This design comes from an exercise in tuning for small area, a short achievable clock period and few clock cycles per item on the open sky130 flow, not from production work.
At most, simulation tests tie the RTL to the original design; equivalence was not proved.
Power is estimated from default activity; no workload was simulated.

v6:
## de1soc_top
module de1soc_top (
    input  logic        clock,
    input  logic        reset,
    input  logic [31:0] in_data,
    input  logic        in_valid,
    output logic        upstream_stall,
    output logic [31:0] out_data,
    output logic        out_valid,
    input  logic        downstream_stall
);
    localparam int CH = 10;
    logic        b_v;        
    logic        b_soft;     
    logic        b_last;
    logic        b_first;    
    logic        b_stepn;    
    logic        b_wt;       
    logic [17:0] b_s;
    logic [4:0]  b_idx;      
    logic        nf;         
    logic        take, take_s, wt;
    assign take   = in_valid && !upstream_stall && !reset;
    assign take_s = take && !in_data[31];
    assign wt     = nf || (b_idx <= 5'd26);      
    always_ff @(posedge clock) begin
        b_v     <= take_s;
        b_soft  <= take && in_data[31];
        b_last  <= in_data[30];
        b_first <= take_s && nf;
  ...
make LEC_CHECK=0 CAP_MARGIN=20 CORE_MARGIN=2 CORE_UTILIZATION=40 CTS_CLUSTER_DIAMETER=70 CTS_CLUSTER_SIZE=25 SLEW_MARGIN=20 finish   # period 16.0 ns
run.sh (not shown) runs the stock make flow with config.mk's settings and CLKGATE_MAP_FILE= SYNTH_SCRIPT=/design/flow/synth_recipe.tcl, a recipe that flattens the netlist after the stock synthesis.
Testbench counts of v6, summed over its fixed seeds: cycles 14,504, frames 512.
[inputs] v7 vs v6
--- a/flow/design.v
+++ b/flow/design.v
@@ -276,27 +276,27 @@
     logic        xfer, xfer_d;
     assign comp = b_v && b_last;
     assign xfer = (comp || full) && !busy;
     always_ff @(posedge clock) begin
         if (reset || b_soft) full <= 1'b0;
         else if (xfer)       full <= 1'b0;
         else if (comp)       full <= 1'b1;
         xfer_d <= xfer;
     end
     logic [22:0] s_sh;       
-    logic [25:0] vn_sh;      
+    logic [25:0] v_sh;       
     logic [4:0]  l_sh;       
     always_ff @(posedge clock) begin
         if (xfer) l_sh <= (b_idx > 5'd27) ? 5'd27 : b_idx;
         if (xfer_d) begin
             s_sh <= p;
-            vn_sh <= ~v;
+            v_sh <= v;
         end
     end
     function automatic int order_of(input int k);
         case (k)
             0: order_of = 4;  1: order_of = 8;  2: order_of = 0;  3: order_of = 3;
             4: order_of = 7;  5: order_of = 2;  6: order_of = 6;  7: order_of = 1;
             8: order_of = 5;  default: order_of = 9;
         endcase
     endfunction
     function automatic int pos_of(input int c);
@@ -389,28 +389,28 @@
     endfunction
     logic [25:0] pp [3];
     for (genvar d = 0; d < 3; d++) begin : g_pp
         logic [25:0] mag;
         assign mag = x_one[d] ? 26'({{3{s_sh[22]}}, s_sh}) << (2*d) :
                      x_two[d] ? 26'({{3{s_sh[22]}}, s_sh}) << (2*d+1) : 26'd0;
         assign pp[d] = mag ^ {26{x_neg[d]}};
     end
     logic [25:0] qx, corr;
     assign qx = {x_q[24], x_q};
-    logic [2:0] ones;
-    assign ones = 3'd3 + 3'(x_neg[0]) + 3'(x_neg[1]) + 3'(x_neg[2]);
-    assign corr = {1'b0, {5{x_pc[3]}}, {5{x_pc[2]}}, {5{x_pc[1]}}, {5{x_pc[0]}}, 2'b0, ones};
+    assign corr = (x_pc[0] ? 26'(31 << 5) : 26'd0) + (x_pc[1] ? 26'(31 << 10) : 26'd0)
+                + (x_pc[2] ? 26'(31 << 15) : 26'd0) + (x_pc[3] ? 26'(31 << 20) : 26'd0)
+                + 26'd3 + 26'(x_neg[0]) + 26'(x_neg[1]) + 26'(x_neg[2]);
     logic [25:0] r1s, r1c, r2s, r2c, r3s, r3c, r4s, r4c, r5s, r5c;
     logic [25:0] r6s, r6c;
-    assign {r1c, r1s} = csa(qx << 5, ~qx, vn_sh);
+    assign {r1c, r1s} = csa(qx << 5, ~qx, ~v_sh);
     assign {r2c, r2s} = csa(pp[0], pp[1], pp[2]);
-    assign {r3c, r3s} = csa({vn_sh[24:0], 1'b1}, corr, r1s);
+    assign {r3c, r3s} = csa(~{v_sh[24:0], 1'b0}, corr, r1s);
     assign {r4c, r4s} = csa(r1c, r2s, r2c);
     assign {r5c, r5s} = csa(r3s, r3c, r4s);
     assign {r6c, r6s} = csa(r4c, r5s, r5c);
     logic        z_v;
     logic [3:0]  z_c;
     logic [25:0] z_s, z_c2;
     always_ff @(posedge clock) begin
         z_v  <= !reset && x_v;
         z_c  <= x_c;
         z_s  <= r6s;
==> results.txt <==
Relative to v6, the overall routed net length of v7 is lower by about 2.4%.
Taking v6 as the reference point, the combinational power of v7 falls by about 4%.
Diff v6 -> v7: number of synthesized register bits was more or less identical; final standard cell count with taps included and fillers excluded went up by 82; sequential power was more or less identical; transition at the pin with the smallest max-transition slack went down by 0.019 ns.
v7: number of filler cells placed in the layout is 181 higher than what v6 reported.
~same area added between synthesis and finish in v6 and v7
Compared with v6, v7 is more frugal on power.
Function not checked in v7: the RTL went through the layout flow alone.

* * *

== try-quartz ==
Another version of the RTL of de1soc_top (not shown whole).
Size: roughly 4100 cells after synthesis, ~750 flip-flops, ~70 I/O pins, ~0.042 mm² of cells after synthesis.
export LEC_CHECK = 0
export CAP_MARGIN = 20
export CORE_MARGIN = 2
export CORE_UTILIZATION = 40
export CTS_CLUSTER_DIAMETER = 70
export CTS_CLUSTER_SIZE = 25
export SLEW_MARGIN = 20
create_clock -name core_clock -period 16.0 [get_ports {clock}]
standard.sh (not shown) runs the stock make flow with config.mk's settings and CLKGATE_MAP_FILE= SYNTH_SCRIPT=/design/flow/synth_recipe.tcl, a recipe that flattens the netlist after the stock synthesis.
==> flow/flow/run.sh <==
#!/bin/bash
# The standard layout (standard.sh), except that timing repair aims for
# 11.7 ns of setup slack on the 16 ns clock (paths of about 4.3 ns) instead of 0,
# and the port buffers are buf_4 cells rather than the flow's default pick.
# The make output goes to flow_make.log; ORFS keeps each step's log under
# orfs/logs/.
set -euo pipefail
bash standard.sh SETUP_SLACK_MARGIN=11.7 'BUFFER_PORTS_ARGS=-buffer_cell sky130_fd_sc_hd__buf_4' finish > flow_make.log 2>&1
try-quartz finished every stage and its layout cleared the timing, design-rule and antenna checks.
## Diff of input files: try-harbor against try-quartz
--- a/flow/design.v
+++ b/flow/design.v
@@ -239,19 +239,12 @@
     logic        nf;         
     logic        take, take_s, wt;
     logic        rdy;        
     assign take   = in_valid && rdy && !reset;
     assign take_s = take && !in_data[31];
     assign wt     = nf || (b_idx <= 5'd26);      
-    logic [4:0]    nidx;
-    logic [CH-1:0] b_wrap;
-    assign nidx = nf ? 5'd0 : (b_idx == 5'd28 ? 5'd28 : b_idx + 5'd1);
-    for (genvar c = 0; c < CH; c++) begin : g_wf
-        localparam logic [31:0] wset = wrap_set(c);
-        always_ff @(posedge clock) b_wrap[c] <= take_s && wset[nidx];
-    end
     always_ff @(posedge clock) begin
         b_v     <= take_s;
         b_soft  <= take && in_data[31];
         b_last  <= in_data[30];
         b_first <= take_s && nf;
         b_stepn <= take_s && !nf && wt;
@@ -261,13 +254,13 @@
             nf <= 1'b1;
         end else if (take) begin
             if (in_data[31]) begin
                 nf <= 1'b1;
             end else begin
                 nf    <= in_data[30];
-                b_idx <= nidx;
+                b_idx <= nf ? 5'd0 : (b_idx == 5'd28 ? 5'd28 : b_idx + 5'd1);
             end
         end
     end
     logic rst_q;
     always_ff @(posedge clock) rst_q <= reset;
     logic [22:0] p;          
@@ -321,17 +314,18 @@
         weight_of = r[4:0];
     endfunction
     localparam int QW = 29;              
     logic [CH*QW-1:0] qv;
     for (genvar c = 0; c < CH; c++) begin : g_ch
         localparam int pos = pos_of(c);
+        localparam logic [31:0] wset = wrap_set(c);
         logic        wrap, rd, clr;
         logic [24:0] q, addend, sum;
         logic [25:0] rc;
         logic [3:0]  pc;             
-        assign wrap = b_wrap[c];
+        assign wrap = b_v && wset[b_idx];
         assign rd   = seq && (slot == 4'(pos));
         assign clr  = rst_q || rd || (b_soft && !(seq && slot < 4'(pos)));
         assign addend = wrap ? {{2{p[22]}}, p} : 25'd0;
         assign rc[0] = 1'b0;
         for (genvar k = 0; k < 25; k++) begin : g_rc
             wire ci = (k % 5 == 0 && k > 0) ? pc[k/5-1] : rc[k];
@@ -372,19 +366,17 @@
         assign b2 = (d == 2) ? wl[4] : wl[2*d+1];
         assign one[d] = b1 ^ b0;
         assign two[d] = (b2 & !b1 & !b0) | (!b2 & b1 & b0);
         assign neg[d] = b2 & !(b1 & b0);
     end
     logic        x_v;
-    logic [3:0]  x_c;
     logic [24:0] x_q;
     logic [3:0]  x_pc;
     logic [2:0]  x_one, x_two, x_neg;
     always_ff @(posedge clock) begin
         x_v <= !reset && seq;
-        x_c <= cs;
         {x_pc, x_q} <= qs;
         x_one <= one;
         x_two <= two;
         x_neg <= neg;
     end
     function automatic logic [51:0] csa(input logic [25:0] a, input logic [25:0] b,
@@ -412,22 +404,24 @@
     assign {r2c, r2s} = csa(pp[0], pp[1], pp[2]);
     assign {r3c, r3s} = csa({vn_sh[24:0], 1'b1}, corr, r1s);
     assign {r4c, r4s} = csa(r1c, r2s, r2c);
     assign {r5c, r5s} = csa(r3s, r3c, r4s);
     assign {r6c, r6s} = csa(r4c, r5s, r5c);
     logic        z_v;
-    logic [3:0]  z_c;
-    logic [25:0] z_s, z_c2;
+    logic [17:0] z_s, z_c2;      
+    logic        z_c8;           
+    logic [8:0]  low;
+    assign low = {1'b0, r6s[7:0]} + {1'b0, r6c[7:0]};
     always_ff @(posedge clock) begin
         z_v  <= !reset && x_v;
-        z_c  <= x_c;
-        z_s  <= r6s;
-        z_c2 <= r6c;
+        z_s  <= r6s[25:8];
+        z_c2 <= r6c[25:8];
+        z_c8 <= low[8];
     end
-    logic [25:0] tot;
-    assign tot = z_s + z_c2;
+    logic [17:0] tot;
+    assign tot = z_s + z_c2 + 18'(z_c8);
     always_ff @(posedge clock) begin
         if (reset) begin
             seq  <= 1'b0;
             slot <= '0;
         end else if (xfer) begin
             seq  <= 1'b1;
@@ -437,21 +431,22 @@
             if (slot == 4'd9) seq <= 1'b0;
         end
     end
     logic [CH*18-1:0] rbuf;
     for (genvar c = 0; c < CH; c++) begin : g_rbuf
         always_ff @(posedge clock) begin
-            if (z_v && z_c == 4'(c)) rbuf[c*18 +: 18] <= tot[25:8];
+            if (z_v && wcnt == 4'(pos_of(c))) rbuf[c*18 +: 18] <= tot;
         end
     end
     logic [3:0]  och;        
     logic        oload;
     logic        ordy;       
     logic [17:0] cur;
     logic        o_last;
     logic [17:0] o_val;
+    logic        o_sgn;
     logic        ovn;        
     assign oload = ovn || !downstream_stall;
     logic [3:0]  wcnt;       
     logic [3:0]  opos;       
     always_comb begin
         opos = '0;
@@ -485,14 +480,17 @@
     end
     always_ff @(posedge clock) begin
         if (oload) begin
             o_val  <= cur;
             o_last <= (och == 4'd9);
         end
+        if (oload && ordy) begin
+            o_sgn  <= cur[17];
+        end
     end
-    assign out_data = {1'b0, o_last, {12{o_val[17]}}, o_val};
+    assign out_data = {1'b0, o_last, {6{o_val[17]}}, {6{o_sgn}}, o_val};
     logic full_n;
     assign full_n = !reset && !b_soft && !xfer && (comp || full);
     logic stall_n;
     assign stall_n = full_n || ((busy || xfer) && !reset && take_s && in_data[30]);
     always_ff @(posedge clock) begin
         upstream_stall <= stall_n;
## What came out
- The share of cell area taken by muxes after synthesis on try-quartz is in line with that on try-harbor.
- Re clock network fraction of total power: try-harbor is 0.3 points down on try-quartz.
- Reported for try-harbor and try-quartz, number of slew-limit violations in the final report turned out identical to the last digit.
- | post-detailed-placement cell area | lower: try-harbor |
- The share of total power in combinational logic in try-harbor sits 2.3 points above the value recorded for try-quartz.
- Per the comparison of try-harbor with try-quartz, final hold slack went up 120 ps, maximum clock frequency went up 0.97%, post-synthesis instance area went down about 0.56%.
Testbench counts of try-harbor, summed over its fixed seeds: cycles 14,504, frames 512.
No functional check of the RTL was part of try-quartz.

* * *

the previous run:
de1soc_top, a different RTL version from the one above (not shown whole).
Size: about 4000 cells after synthesis, roughly 740 flip-flops, ~70 I/O pins, ~42000 µm² of cells after synthesis.
// de1soc_top
module de1soc_top (
    input  logic        clock,
    input  logic        reset,
    input  logic [31:0] in_data,
    input  logic        in_valid,
    output logic        upstream_stall,
    output logic [31:0] out_data,
    output logic        out_valid,
    input  logic        downstream_stall
);
Settings: LEC_CHECK=0, CAP_MARGIN=20, CORE_MARGIN=2, CORE_UTILIZATION=40, CTS_CLUSTER_DIAMETER=70, CTS_CLUSTER_SIZE=25, SLEW_MARGIN=20; clock period 16.0 ns.
Scripts as last shown in full above: flow/flow/run.sh
Testbench counts of the previous run, summed over its fixed seeds: cycles 14,504, frames 512.
The inputs of the current run differ from those of the previous run as listed below.
--- a/flow/design.v
+++ b/flow/design.v
@@ -440,12 +440,13 @@
     logic [3:0]  och;        
     logic        oload;
     logic        ordy;       
     logic [17:0] cur;
     logic        o_last;
     logic [17:0] o_val;
+    logic        o_sgn, o_sgz;
     logic        ovn;        
     assign oload = ovn || !downstream_stall;
     logic [3:0]  wcnt;       
     logic [3:0]  opos;       
     always_comb begin
         opos = '0;
@@ -479,14 +480,20 @@
     end
     always_ff @(posedge clock) begin
         if (oload) begin
             o_val  <= cur;
             o_last <= (och == 4'd9);
         end
+        if (oload && ordy) begin
+            o_sgn  <= cur[17];
+        end
+        if (oload) begin
+            o_sgz  <= ordy && cur[17];
+        end
     end
-    assign out_data = {1'b0, o_last, {12{o_val[17]}}, o_val};
+    assign out_data = {1'b0, o_last, {4{o_val[17]}}, {4{o_sgn}}, {4{o_sgz}}, o_val};
     logic full_n;
     assign full_n = !reset && !b_soft && !xfer && (comp || full);
     logic stall_n;
     assign stall_n = full_n || ((busy || xfer) && !reset && take_s && in_data[30]);
     always_ff @(posedge clock) begin
         upstream_stall <= stall_n;
[summary]
- In the metrics for the current run and the previous run, the one carrying the lower detailed-routing iteration count for the pre-antenna-repair pass is the previous run.
- Compared with the previous run, the current run shows a count of inverters other than clock inverters in the layout that is 5 lower.
- [the current run] number of buffers created by CTS rose 5 relative to the previous run
- Per the comparison of the current run with the previous run, core area closely matched the old numbers; total global routing track utilization went up by 0.57 points; power drawn by the combinational cells has remained practically unchanged.
- From the previous run to the current run the numbers moved as follows: part of the power in combinational logic level, clock power higher.
- The run with more routed wire is the current run, not the previous run.
- Of the current run and the previous run, it is the current run that has the higher smallest setup slack after layout.
- Delta (the current run minus the previous run): power dissipated by switching net loads increased by about 1.7% relative to the old numbers; total power went up 0.000043 W; static leakage moved up.
The RTL of the current run was laid out without a check of its function.

* * *

== main ==
de1soc_top, a different RTL version from the one above (not shown whole).
Size: ~4400 cells after synthesis, about 760 flip-flops, ~70 I/O pins, roughly 45000 sq um of cells after synthesis.
make LEC_CHECK=0 CAP_MARGIN=20 CORE_MARGIN=2 CORE_UTILIZATION=40 SLEW_MARGIN=20 finish   # period 16.0 ns
run.sh (not shown) runs the stock make flow with config.mk's settings and CLKGATE_MAP_FILE= SYNTH_SCRIPT=/design/flow/synth_recipe.tcl, a recipe that flattens the netlist after the stock synthesis.
Stock flow here: none of the scripts above is used.
Relative to main, the following input files were edited for the feature branch:
diff --git a/flow/design.v b/flow/design.v
--- a/flow/design.v
+++ b/flow/design.v
@@ -289,15 +289,15 @@
             s_sh <= p;
             m_sh <= 26'd0 - (v + {v[24:0], 1'b0});
         end
     end
     function automatic int order_of(input int k);
         case (k)
             0: order_of = 4;  1: order_of = 8;  2: order_of = 0;  3: order_of = 3;
-            4: order_of = 1;  5: order_of = 7;  6: order_of = 2;  7: order_of = 6;
+            4: order_of = 7;  5: order_of = 2;  6: order_of = 6;  7: order_of = 1;
             8: order_of = 5;  default: order_of = 9;
         endcase
     endfunction
     function automatic int pos_of(input int c);
         pos_of = 0;
         for (int k = 0; k < 10; k++) if (order_of(k) == c) pos_of = k;
     endfunction
@@ -374,56 +374,33 @@
         x_v <= !reset && seq;
         x_c <= cs;
         {x_pc, x_q} <= qs;
         x_one <= one;
         x_two <= two;
         x_neg <= neg;
     end
-    function automatic logic [51:0] csa(input logic [25:0] a, input logic [25:0] b,
-                                        input logic [25:0] c);
-        logic [25:0] s, k;
-        s = a ^ b ^ c;
-        k = (a & b) | (a & c) | (b & c);
-        csa = {k[24:0], 1'b0, s};
-    endfunction
     logic [25:0] pp [3];
     for (genvar d = 0; d < 3; d++) begin : g_pp
         logic [25:0] mag;
         assign mag = x_one[d] ? 26'({{3{s_sh[22]}}, s_sh}) << (2*d) :
                      x_two[d] ? 26'({{3{s_sh[22]}}, s_sh}) << (2*d+1) : 26'd0;
         assign pp[d] = mag ^ {26{x_neg[d]}};
     end
-    logic [25:0] qx, corr;
+    logic [25:0] qx, corr, tot;
     assign qx = {x_q[24], x_q};
-    assign corr = (x_pc[0] ? 26'(31 << 5) : 26'd0) + (x_pc[1] ? 26'(31 << 10) : 26'd0)
-                + (x_pc[2] ? 26'(31 << 15) : 26'd0) + (x_pc[3] ? 26'(31 << 20) : 26'd0)
-                + 26'd1 + 26'(x_neg[0]) + 26'(x_neg[1]) + 26'(x_neg[2]);
-    logic [25:0] r1s, r1c, r2s, r2c, r3s, r3c, r4s, r4c, r5s, r5c;
-    assign {r1c, r1s} = csa(qx << 5, ~qx, m_sh);
-    assign {r2c, r2s} = csa(pp[0], pp[1], pp[2]);
-    assign {r3c, r3s} = csa(r1s, r1c, r2s);
-    assign {r4c, r4s} = csa(r2c, corr, r3s);
-    assign {r5c, r5s} = csa(r3c, r4s, r4c);
-    logic        z_v;
-    logic [3:0]  z_c;
-    logic [25:0] z_s, z_c2;
-    always_ff @(posedge clock) begin
-        z_v  <= !reset && x_v;
-        z_c  <= x_c;
-        z_s  <= r5s;
-        z_c2 <= r5c;
-    end
-    logic [25:0] tot;
-    assign tot = z_s + z_c2;
+    assign corr = 26'd1 + 26'(x_neg[0]) + 26'(x_neg[1]) + 26'(x_neg[2])
+                + (x_pc[0] ? 26'(31 << 5) : 26'd0) + (x_pc[1] ? 26'(31 << 10) : 26'd0)
+                + (x_pc[2] ? 26'(31 << 15) : 26'd0) + (x_pc[3] ? 26'(31 << 20) : 26'd0);
+    assign tot = (qx << 5) + ~qx + m_sh + pp[0] + pp[1] + pp[2] + corr;
     logic        y_v;
     logic [3:0]  y_c;
     logic [17:0] y_val;
     always_ff @(posedge clock) begin
-        y_v   <= !reset && z_v;
-        y_c   <= z_c;
+        y_v   <= !reset && x_v;
+        y_c   <= x_c;
         y_val <= tot[25:8];
     end
     always_ff @(posedge clock) begin
         if (reset) begin
             seq  <= 1'b0;
             slot <= '0;
         end else if (xfer) begin
@@ -443,25 +420,15 @@
     logic [3:0]  och;        
     logic        oload;
     logic        ordy;       
     logic [17:0] cur;
     logic        o_last;
     logic [17:0] o_val;
     assign oload = !out_valid || !downstream_stall;
-    logic [3:0]  wcnt;       
-    logic [3:0]  opos;       
-    always_comb begin
-        opos = '0;
-        for (int c = 0; c < 10; c++) if (och == 4'(c)) opos = 4'(pos_of(c));
-    end
-    always_ff @(posedge clock) begin
-        if (xfer)     wcnt <= '0;
-        else if (y_v) wcnt <= wcnt + 4'd1;
-    end
-    assign ordy  = busy && (wcnt > opos);
+    assign ordy  = busy && !seq && !x_v && !y_v;
     assign cur   = rbuf[och*18 +: 18];
     always_ff @(posedge clock) begin
         if (reset) begin
             busy      <= 1'b0;
             och       <= '0;
             out_valid <= 1'b0;
         end else begin
==> results.txt <==
Per the final summary, the feature branch finished and its layout is clean on timing, DRC and antenna.
Routed wire in the feature branch totals more than in main.
The lower final HPWL from detailed placement of the feature branch and main is in the feature branch.
In the feature branch the met3 track demand over resource in global routing turned out 0.75 points higher than in main.
On wire length of the first global-routing pass, the feature branch and main are basically level.
Design area is higher on main
Comparing the feature branch and main, the lower global-route usage was measured on main.
NOTE met2 wire length main->the feature branch decreased by a few percent
The feature branch against main: post-synthesis compound-gate area fraction moved up, synthesized cell count moved down, actual transition at the worst max-transition pin moved up.
No run of this note included a check of the RTL's function; only the layout flow was run.

-- re-timing with driven ports --
The flow's constraints put no driver on any port. The routed layouts listed below were extracted and timed again, unchanged, in two steps. Step 1 sets driving cells, clkbuf_16 on the clock port and buf_2 on the other inputs (assumed; they add their load-dependent delay and slew). Step 2 times the ports against the registers' clock, not the clock port: input delays grow and output delays shrink by t, the midpoint of the rising clock arrivals with the driver on. Three values: ideal, step 1, step 2; two values: the first two.
| run | t (ns) | setup slack, ns | hold WS [ns] | slew at the worst register clock pin (ns) | cell pins on the clock port's net |
|---|---|---|---|---|---|
| v6 | 0.670 | 11.006 / 10.942 / 11.119 | 0.333 / 0.333 / 0.333 | 0.11 / 0.11 | 1 |
| v7 | 0.675 | 10.985 / 10.922 / 11.046 | 0.339 / 0.339 / 0.339 | 0.11 / 0.11 | 1 |
| try-quartz | 0.693 | 11.483 / 11.419 / 11.224 | 0.332 / 0.332 / 0.332 | 0.10 / 0.10 | 1 |
| try-harbor | 0.696 | 11.526 / 11.458 / 11.229 | 0.450 / 0.450 / 0.450 | 0.10 / 0.10 | 1 |
| the previous run | 0.669 | 11.486 / 11.413 / 11.211 | 0.338 / 0.338 / 0.338 | 0.10 / 0.10 | 1 |
| the current run | 0.688 | 11.550 / 11.484 / 11.274 | 0.332 / 0.332 / 0.332 | 0.10 / 0.10 | 1 |
| main | 0.705 | 11.007 / 10.938 / 10.615 | 0.326 / 0.326 / 0.326 | 0.06 / 0.06 | 1 |
| the feature branch | 0.699 | 9.848 / 9.848 / 9.848 | 0.326 / 0.326 / 0.326 | 0.07 / 0.07 | 1 |
After both steps every run listed still meets setup and hold. The setup slack of main, which loses most, moves by -0.069 ns with the drivers and by -0.392 ns with both steps.
